Source: an optimization exercise on an open RTL-to-GDS flow (aim: small area, a short achievable clock period and few clock cycles). Production flows keep margins and buffers that such runs may drop.
RTL that was checked went through simulation tests only; none was proved equivalent to the original.
Power is estimated from default activity; no workload was simulated.

== v6 ==
## tag_value_order_message_parser
module tag_value_order_message_parser #(
  parameter int unsigned INSTRUMENT_BYTES = 8
) (
  input  logic        clk_i,
  input  logic        rst_ni,
  input  logic        cfg_valid_i,
  input  logic [7:0]  cfg_field_separator_i,
  output logic        cfg_ready_o,
  input  logic        in_valid_i,
  input  logic [7:0]  in_data_byte_i,
  input  logic        in_is_last_i,
  output logic        in_ready_o,
  output logic        out_valid_o,
  input  logic        out_ready_i,
  output logic [6:0]  out_present_mask_o,
  output logic [31:0] out_order_id_o,
  output logic [31:0] out_client_id_o,
  output logic [31:0] out_side_code_o,
  output logic [31:0] out_order_quantity_o,
  output logic [31:0] out_order_kind_o,
  output logic [31:0] out_limit_price_o,
  output logic [63:0] out_instrument_text_o,
  output logic [3:0]  out_instrument_length_o,
  output logic [1:0]  out_status_o
);
  logic [7:0]  sep_q;
  logic        in_v_q;
  logic [7:0]  byte_q;
  logic [4:0]  dig_q;
  logic        neg_next;
  logic        last_q;
  tvo_pkg::field_t      fld_q;
  tvo_pkg::field_t      base;
  tvo_pkg::field_t      fld_d;
  logic        fresh_q;
  logic        pend_q;
  logic        emit_q;
  logic        advance;
  logic        is_sep;
  logic        is_eq;
  logic        is_digit;
  logic        is_space;
  logic        key_55;
  logic        key_num;
  logic [4:0]  digit_add;
  logic [31:0] acc_next;
  logic        acc_ovf;
  assign cfg_ready_o = 1'b1;
  always_ff @(posedge clk_i or negedge rst_ni) begin
    if (!rst_ni) begin
      sep_q <= tvo_pkg::SEP_RESET;
    end else if (cfg_valid_i) begin
      sep_q <= cfg_field_separator_i;
    end
  end
  logic out_v_q;
  logic clr_q;
  logic rdy_q;
  assign advance    = !(pend_q && (out_v_q || clr_q));
  assign in_ready_o = rdy_q;
  always_ff @(posedge clk_i or negedge rst_ni) begin
    if (!rst_ni) begin
      in_v_q <= 1'b0;
    end else if (advance) begin
      in_v_q <= in_valid_i;
    end
  end
  always_ff @(posedge clk_i) begin
    if (advance) begin
      byte_q <= in_data_byte_i;
      dig_q  <= {1'b0, in_data_byte_i[3:0]} + (neg_next ? 5'd9 : 5'd0);
      last_q <= in_is_last_i;
    end
  end
  assign is_sep   = (byte_q == sep_q);
  assign is_eq    = (byte_q == tvo_pkg::CHAR_EQUALS);
  ...
Settings: LEC_CHECK=0, CAP_MARGIN=20, CORE_MARGIN=2, CORE_UTILIZATION=40, SETUP_SLACK_MARGIN=3.5, SLEW_MARGIN=20, TNS_END_PERCENT=5; clock period 6.0 ns.
run.sh (not shown) runs the stock make flow with config.mk's settings and CLKGATE_MAP_FILE= SYNTH_SCRIPT=/design/flow/synth_recipe.tcl, a recipe that flattens the netlist after the stock synthesis.
Per the final summary, v6 finished and its layout is clean on timing, DRC and antenna.
For v7, these inputs were changed with respect to v6:
diff --git a/flow/design.v b/flow/design.v
--- a/flow/design.v
+++ b/flow/design.v
@@ -89,23 +89,22 @@
   assign cfg_ready_o = 1'b1;
   always_ff @(posedge clk_i or negedge rst_ni) begin
     if (!rst_ni) begin
       sep_q <= tvo_pkg::SEP_RESET;
     end else if (cfg_valid_i) begin
       sep_q <= cfg_field_separator_i;
     end
   end
   logic out_v_q;
   logic clr_q;
-  logic rdy_q;
   assign advance    = !(pend_q && (out_v_q || clr_q));
-  assign in_ready_o = rdy_q;
+  assign in_ready_o = advance;
   always_ff @(posedge clk_i or negedge rst_ni) begin
     if (!rst_ni) begin
       in_v_q <= 1'b0;
     end else if (advance) begin
       in_v_q <= in_valid_i;
     end
   end
   always_ff @(posedge clk_i) begin
     if (advance) begin
       byte_q <= in_data_byte_i;
@@ -117,22 +116,21 @@
   assign is_eq    = (byte_q == tvo_pkg::CHAR_EQUALS);
   assign is_digit = (byte_q[7:4] == 4'h3) && (byte_q[3:0] <= 4'd9);
   assign is_space = (byte_q == tvo_pkg::CHAR_SPACE) || ((byte_q >= tvo_pkg::CHAR_TAB) && (byte_q <= tvo_pkg::CHAR_CR));
   assign base = fresh_q ? tvo_pkg::FIELD_CLEAR : fld_q;
   logic in_value;
   assign in_value = !fresh_q && (fld_q.piece_count == 2'd1) && !is_eq;
   assign key_55  = (fld_q.key == tvo_pkg::KS_55);
   assign key_num = (fld_q.key == tvo_pkg::KS_1) || (fld_q.key == tvo_pkg::KS_11) ||
                    (fld_q.key == tvo_pkg::KS_54) || (fld_q.key == tvo_pkg::KS_38) ||
                    (fld_q.key == tvo_pkg::KS_40) || (fld_q.key == tvo_pkg::KS_44);
-  assign neg_next = (in_v_q && (byte_q == tvo_pkg::CHAR_MINUS)) ||
-                    (!(in_v_q && (byte_q == tvo_pkg::CHAR_PLUS)) && !fresh_q && fld_q.neg);
+  assign neg_next = in_v_q ? fld_d.neg : fld_q.neg;
   logic [31:0] acc_x;
   logic [31:0] acc_y;
   logic [31:0] acc_z;
   logic [31:0] acc_s;
   logic [31:0] acc_k;
   assign digit_add = dig_q;
   assign acc_x     = {fld_q.buf_q[28:0], 3'b000};
   assign acc_y     = {fld_q.buf_q[30:0], 1'b0};
   assign acc_z     = {27'd0, digit_add};
   assign acc_s     = acc_x ^ acc_y ^ acc_z;
@@ -255,31 +253,20 @@
   logic [5:0] key_slot;
   assign key_slot = {fld_q.key == tvo_pkg::KS_44, fld_q.key == tvo_pkg::KS_40, fld_q.key == tvo_pkg::KS_38,
                      fld_q.key == tvo_pkg::KS_54, fld_q.key == tvo_pkg::KS_1,  fld_q.key == tvo_pkg::KS_11};
   assign wr_instr = close && taken && (fld_q.key == tvo_pkg::KS_55) &&
                     (fld_q.val_len <= 4'(INSTRUMENT_BYTES));
   assign err_long = close && taken && (fld_q.key == tvo_pkg::KS_55) &&
                     (fld_q.val_len > 4'(INSTRUMENT_BYTES));
   assign wr_num   = (close && taken && !num_bad) ? key_slot : 6'd0;
   assign err_num  = close && taken && num_bad && (key_slot != 6'd0);
   assign mask_set = {wr_num[5], wr_num[4], wr_num[3], wr_num[2], wr_instr, wr_num[1], wr_num[0]};
-  logic pend_n;
-  logic out_v_n;
-  assign pend_n  = advance ? (in_v_q && (is_sep || last_q)) : pend_q;
-  assign out_v_n = take ? 1'b0 : ((close && emit_q) ? 1'b1 : out_v_q);
-  always_ff @(posedge clk_i or negedge rst_ni) begin
-    if (!rst_ni) begin
-      rdy_q <= 1'b1;
-    end else begin
-      rdy_q <= !(pend_n && (out_v_n || take));
-    end
-  end
   always_ff @(posedge clk_i or negedge rst_ni) begin
     if (!rst_ni) begin
       clr_q   <= 1'b1;
       out_v_q <= 1'b0;
     end else begin
       clr_q <= take;
       if (take) begin
         out_v_q <= 1'b0;
       end else if (close && emit_q) begin
         out_v_q <= 1'b1;
==> comparison <==
Comparing part of the power in registers for v6 and v7, the bigger number came from v6.
v7 has more setup slack than v6.
Layout filler cell count ended up 81 lower on v7 than on v6.
Netlist area before placement delta for v7 relative to v6: 2.2% lower
Diff v6 -> v7 | end-of-flow core utilization | increase of 0.81 points
Re first-pass GRT wire length: v7 is 5.6% down on v6.
Diff v6 -> v7: via count down 5.5%; total power draw has remained practically unchanged; final cell count has decreased; top-level port count level; post-cts sizing count now larger.
For first-iteration DRC count, dividing the value from v6 by the value from v7 gives 0.925.
No run of this note included a check of the RTL's function; only the layout flow was run.

tag_value_order_message_parser, a different RTL version from the one above (not shown whole).
For scale: about 2,100 cells after synthesis, roughly 380 flip-flops, ~290 I/O pins.
==> flow/config.mk <==
export PLATFORM = sky130hd
export DESIGN_NAME = tag_value_order_message_parser
export DESIGN_NICKNAME = tag_value_order_message_parser
export VERILOG_FILES = /design/flow/design.v
export SDC_FILE = /design/flow/constraint.sdc
export NUM_CORES = 4
export LEC_CHECK = 0
export CAP_MARGIN = 20
export CORE_MARGIN = 2
export CORE_UTILIZATION = 40
export SETUP_SLACK_MARGIN = 3.5
export SLEW_MARGIN = 20
export TNS_END_PERCENT = 5
==> flow/constraint.sdc <==
create_clock -name core_clock -period 6.0 [get_ports {clk_i}]
set_input_delay 1.2000 -clock core_clock [delete_from_list [all_inputs] [get_ports {clk_i}]]
set_output_delay 1.2000 -clock core_clock [all_outputs]
set_load 0.01 [all_outputs]
standard.sh (not shown) runs the stock make flow with config.mk's settings and CLKGATE_MAP_FILE= SYNTH_SCRIPT=/design/flow/synth_recipe.tcl, a recipe that flattens the netlist after the stock synthesis.
==> flow/flow/run.sh <==
#!/bin/bash
# The standard layout, with two changes: the port buffers are buf_2 cells in place of
# the delay buffer buffer_ports picks on its own, and synthesis leaves adders to ABC
# (no full/half adder cells), which gives a faster accumulator. Each tool's output
# goes to standard.log.
set -euo pipefail
export BUFFER_PORTS_ARGS="-buffer_cell sky130_fd_sc_hd__buf_2"
export ADDER_MAP_FILE=
bash standard.sh finish > standard.log 2>&1
The starting point produced a clean layout.
Testbench counts at the start, summed over its fixed seeds: cycles 68,502.
Rerun with:
--- a/flow/design.v
+++ b/flow/design.v
@@ -25,26 +25,31 @@
   localparam logic [1:0] PH_STOP   = 2'd3;
   localparam logic [1:0] STATUS_OK       = 2'd0;
   localparam logic [1:0] STATUS_BAD_NUM  = 2'd1;
   localparam logic [1:0] STATUS_TOO_LONG = 2'd2;
   typedef struct packed {
     logic [1:0]  piece_count;
     logic        last_eq;
     logic [3:0]  key;
     logic [3:0]  val_len;
     logic [1:0]  phase;
     logic        neg;
     logic        num_err;
+    logic [3:0]  sig_cnt;
+    logic [1:0]  sig_cmp;
     logic [63:0] buf_q;
   } field_t;
+  localparam logic [1:0] CMP_EQ = 2'd0;
+  localparam logic [1:0] CMP_LT = 2'd1;
+  localparam logic [1:0] CMP_GT = 2'd2;
   localparam field_t FIELD_CLEAR = '0;
 endpackage
 `timescale 1ns / 1ps
 module tag_value_order_message_parser #(
   parameter int unsigned INSTRUMENT_BYTES = 8
 ) (
   input  logic        clk_i,
   input  logic        rst_ni,
   input  logic        cfg_valid_i,
   input  logic [7:0]  cfg_field_separator_i,
   output logic        cfg_ready_o,
   input  logic        in_valid_i,
@@ -119,27 +124,42 @@
   assign base = fresh_q ? tvo_pkg::FIELD_CLEAR : fld_q;
   logic in_value;
   assign in_value = !fresh_q && (fld_q.piece_count == 2'd1) && !is_eq;
   assign key_55  = (fld_q.key == tvo_pkg::KS_55);
   assign key_num = (fld_q.key == tvo_pkg::KS_1) || (fld_q.key == tvo_pkg::KS_11) ||
                    (fld_q.key == tvo_pkg::KS_54) || (fld_q.key == tvo_pkg::KS_38) ||
                    (fld_q.key == tvo_pkg::KS_40) || (fld_q.key == tvo_pkg::KS_44);
   logic [2:0] dig_lo;
   logic       dig_8;
   logic       dig_cin;
   assign {dig_8, dig_lo, dig_cin} = dig_q;
   assign acc_next  = {fld_q.buf_q[28:0], dig_lo} + {fld_q.buf_q[30:0], dig_8} + {31'd0, dig_cin};
-  assign acc_ovf   = (fld_q.buf_q[31:0] > 32'd214748364) ||
-                     ((fld_q.buf_q[31:0] == 32'd214748364) &&
-                      (dig_8 && (dig_cin || !fld_q.neg)));
+  logic [3:0] dig_val;
+  logic [3:0] lim_dig;
+  logic       sig_lead0;
+  logic [1:0] cmp_next;
+  logic [3:0] sig_next;
+  assign dig_val   = byte_q[3:0];
+  localparam logic [39:0] LIMIT_DIGITS = 40'h8463847412;
+  assign lim_dig = (fld_q.sig_cnt > 4'd9) ? 4'd8 : LIMIT_DIGITS[fld_q.sig_cnt * 4 +: 4];
+  assign sig_lead0 = (fld_q.sig_cnt == 4'd0) && (dig_val == 4'd0);
+  assign cmp_next  = (fld_q.sig_cmp != tvo_pkg::CMP_EQ) ? fld_q.sig_cmp :
+                     (dig_val < lim_dig) ? tvo_pkg::CMP_LT :
+                     (dig_val == lim_dig) ? tvo_pkg::CMP_EQ : tvo_pkg::CMP_GT;
+  assign sig_next  = fld_q.sig_cnt + 4'd1;
+  assign acc_ovf   = !sig_lead0 &&
+                     ((fld_q.sig_cnt == 4'd10) ||
+                      ((fld_q.sig_cnt == 4'd9) &&
+                       ((cmp_next == tvo_pkg::CMP_GT) ||
+                        ((cmp_next == tvo_pkg::CMP_EQ) && !fld_q.neg))));
   always_comb begin
     fld_d = base;
     fld_d.buf_q = fresh_q ? 64'd0 : fld_q.buf_q;
     if (is_eq) begin
       if (base.piece_count != 2'd3) begin
         fld_d.piece_count = base.piece_count + 2'd1;
       end
       fld_d.last_eq = 1'b1;
     end else begin
       fld_d.last_eq = 1'b0;
       if (base.piece_count == 2'd0) begin
         unique case (base.key)
@@ -167,24 +187,28 @@
         fld_d.val_len = fld_q.val_len + 4'd1;
       end
       if (key_55) begin
         for (int i = 0; i < INSTRUMENT_BYTES; i++) begin
           if (fld_q.val_len == 4'(i)) begin
             fld_d.buf_q[i*8 +: 8] = byte_q;
           end
         end
       end
       if (key_num && (fld_q.phase != tvo_pkg::PH_STOP)) begin
         if (is_digit) begin
           fld_d.buf_q[31:0] = acc_next;
+          if (!sig_lead0) begin
+            fld_d.sig_cnt = sig_next;
+            fld_d.sig_cmp = cmp_next;
+          end
           if (acc_ovf) begin
             fld_d.num_err = 1'b1;
             fld_d.phase   = tvo_pkg::PH_STOP;
           end else begin
             fld_d.phase   = tvo_pkg::PH_DIGITS;
           end
         end else if ((fld_q.phase == tvo_pkg::PH_SPACE) && is_space) begin
           fld_d.phase = tvo_pkg::PH_SPACE;
         end else if ((fld_q.phase == tvo_pkg::PH_SPACE) &&
                      ((byte_q == tvo_pkg::CHAR_PLUS) || (byte_q == tvo_pkg::CHAR_MINUS))) begin
           fld_d.neg   = (byte_q == tvo_pkg::CHAR_MINUS);
           fld_d.phase = tvo_pkg::PH_SIGN;
Non-clock buffer count rises by 66; area after synthesis rises slightly; worst hold slack is about the same; fmax hardly moves; utilization rises by 0.69 points; power rises by a few percent; cell area rises by a few percent; cell count rises by a few percent; routed wire length falls slightly; setup slack improves by 0.0089 ns; global-route usage falls by 0.12 points; count of clock-buffer cells in the layout falls by 2; register-to-register slack is about the same; clock power falls by a little under a tenth.
Only the layout flow was run in the second run of this note; the RTL was not checked for function there.

-- separate check: timing with driven ports --
In the flow no input, the clock included, has a driving cell. The finished layouts below were timed again as built, in two steps. Step 1, drivers: a clkbuf_16 drives clk_i and a buf_2 each remaining input, both assumed. Step 2, shift: input delay + t, output delay - t, t = (earliest + latest rising clock arrival at the registers) / 2. This alone moves slack from input paths to output paths. a / b / c = ideal / step 1 / step 2; a / b = the first two.
| run | t (ns) | setup slack, ns | worst setup path at the end |
|---|---|---|---|
| v6 | 0.623 | 2.530 / 2.530 / 2.530 | register to register |
| v7 | 0.612 | 2.616 / 2.616 / 2.616 | register to register |
| the first run of note 2 | 0.632 | 2.813 / 2.813 / 2.813 | register to register |
| the second run of note 2 | 0.622 | 2.822 / 2.822 / 2.822 | register to register |
After both steps setup and hold are still met in every run listed.
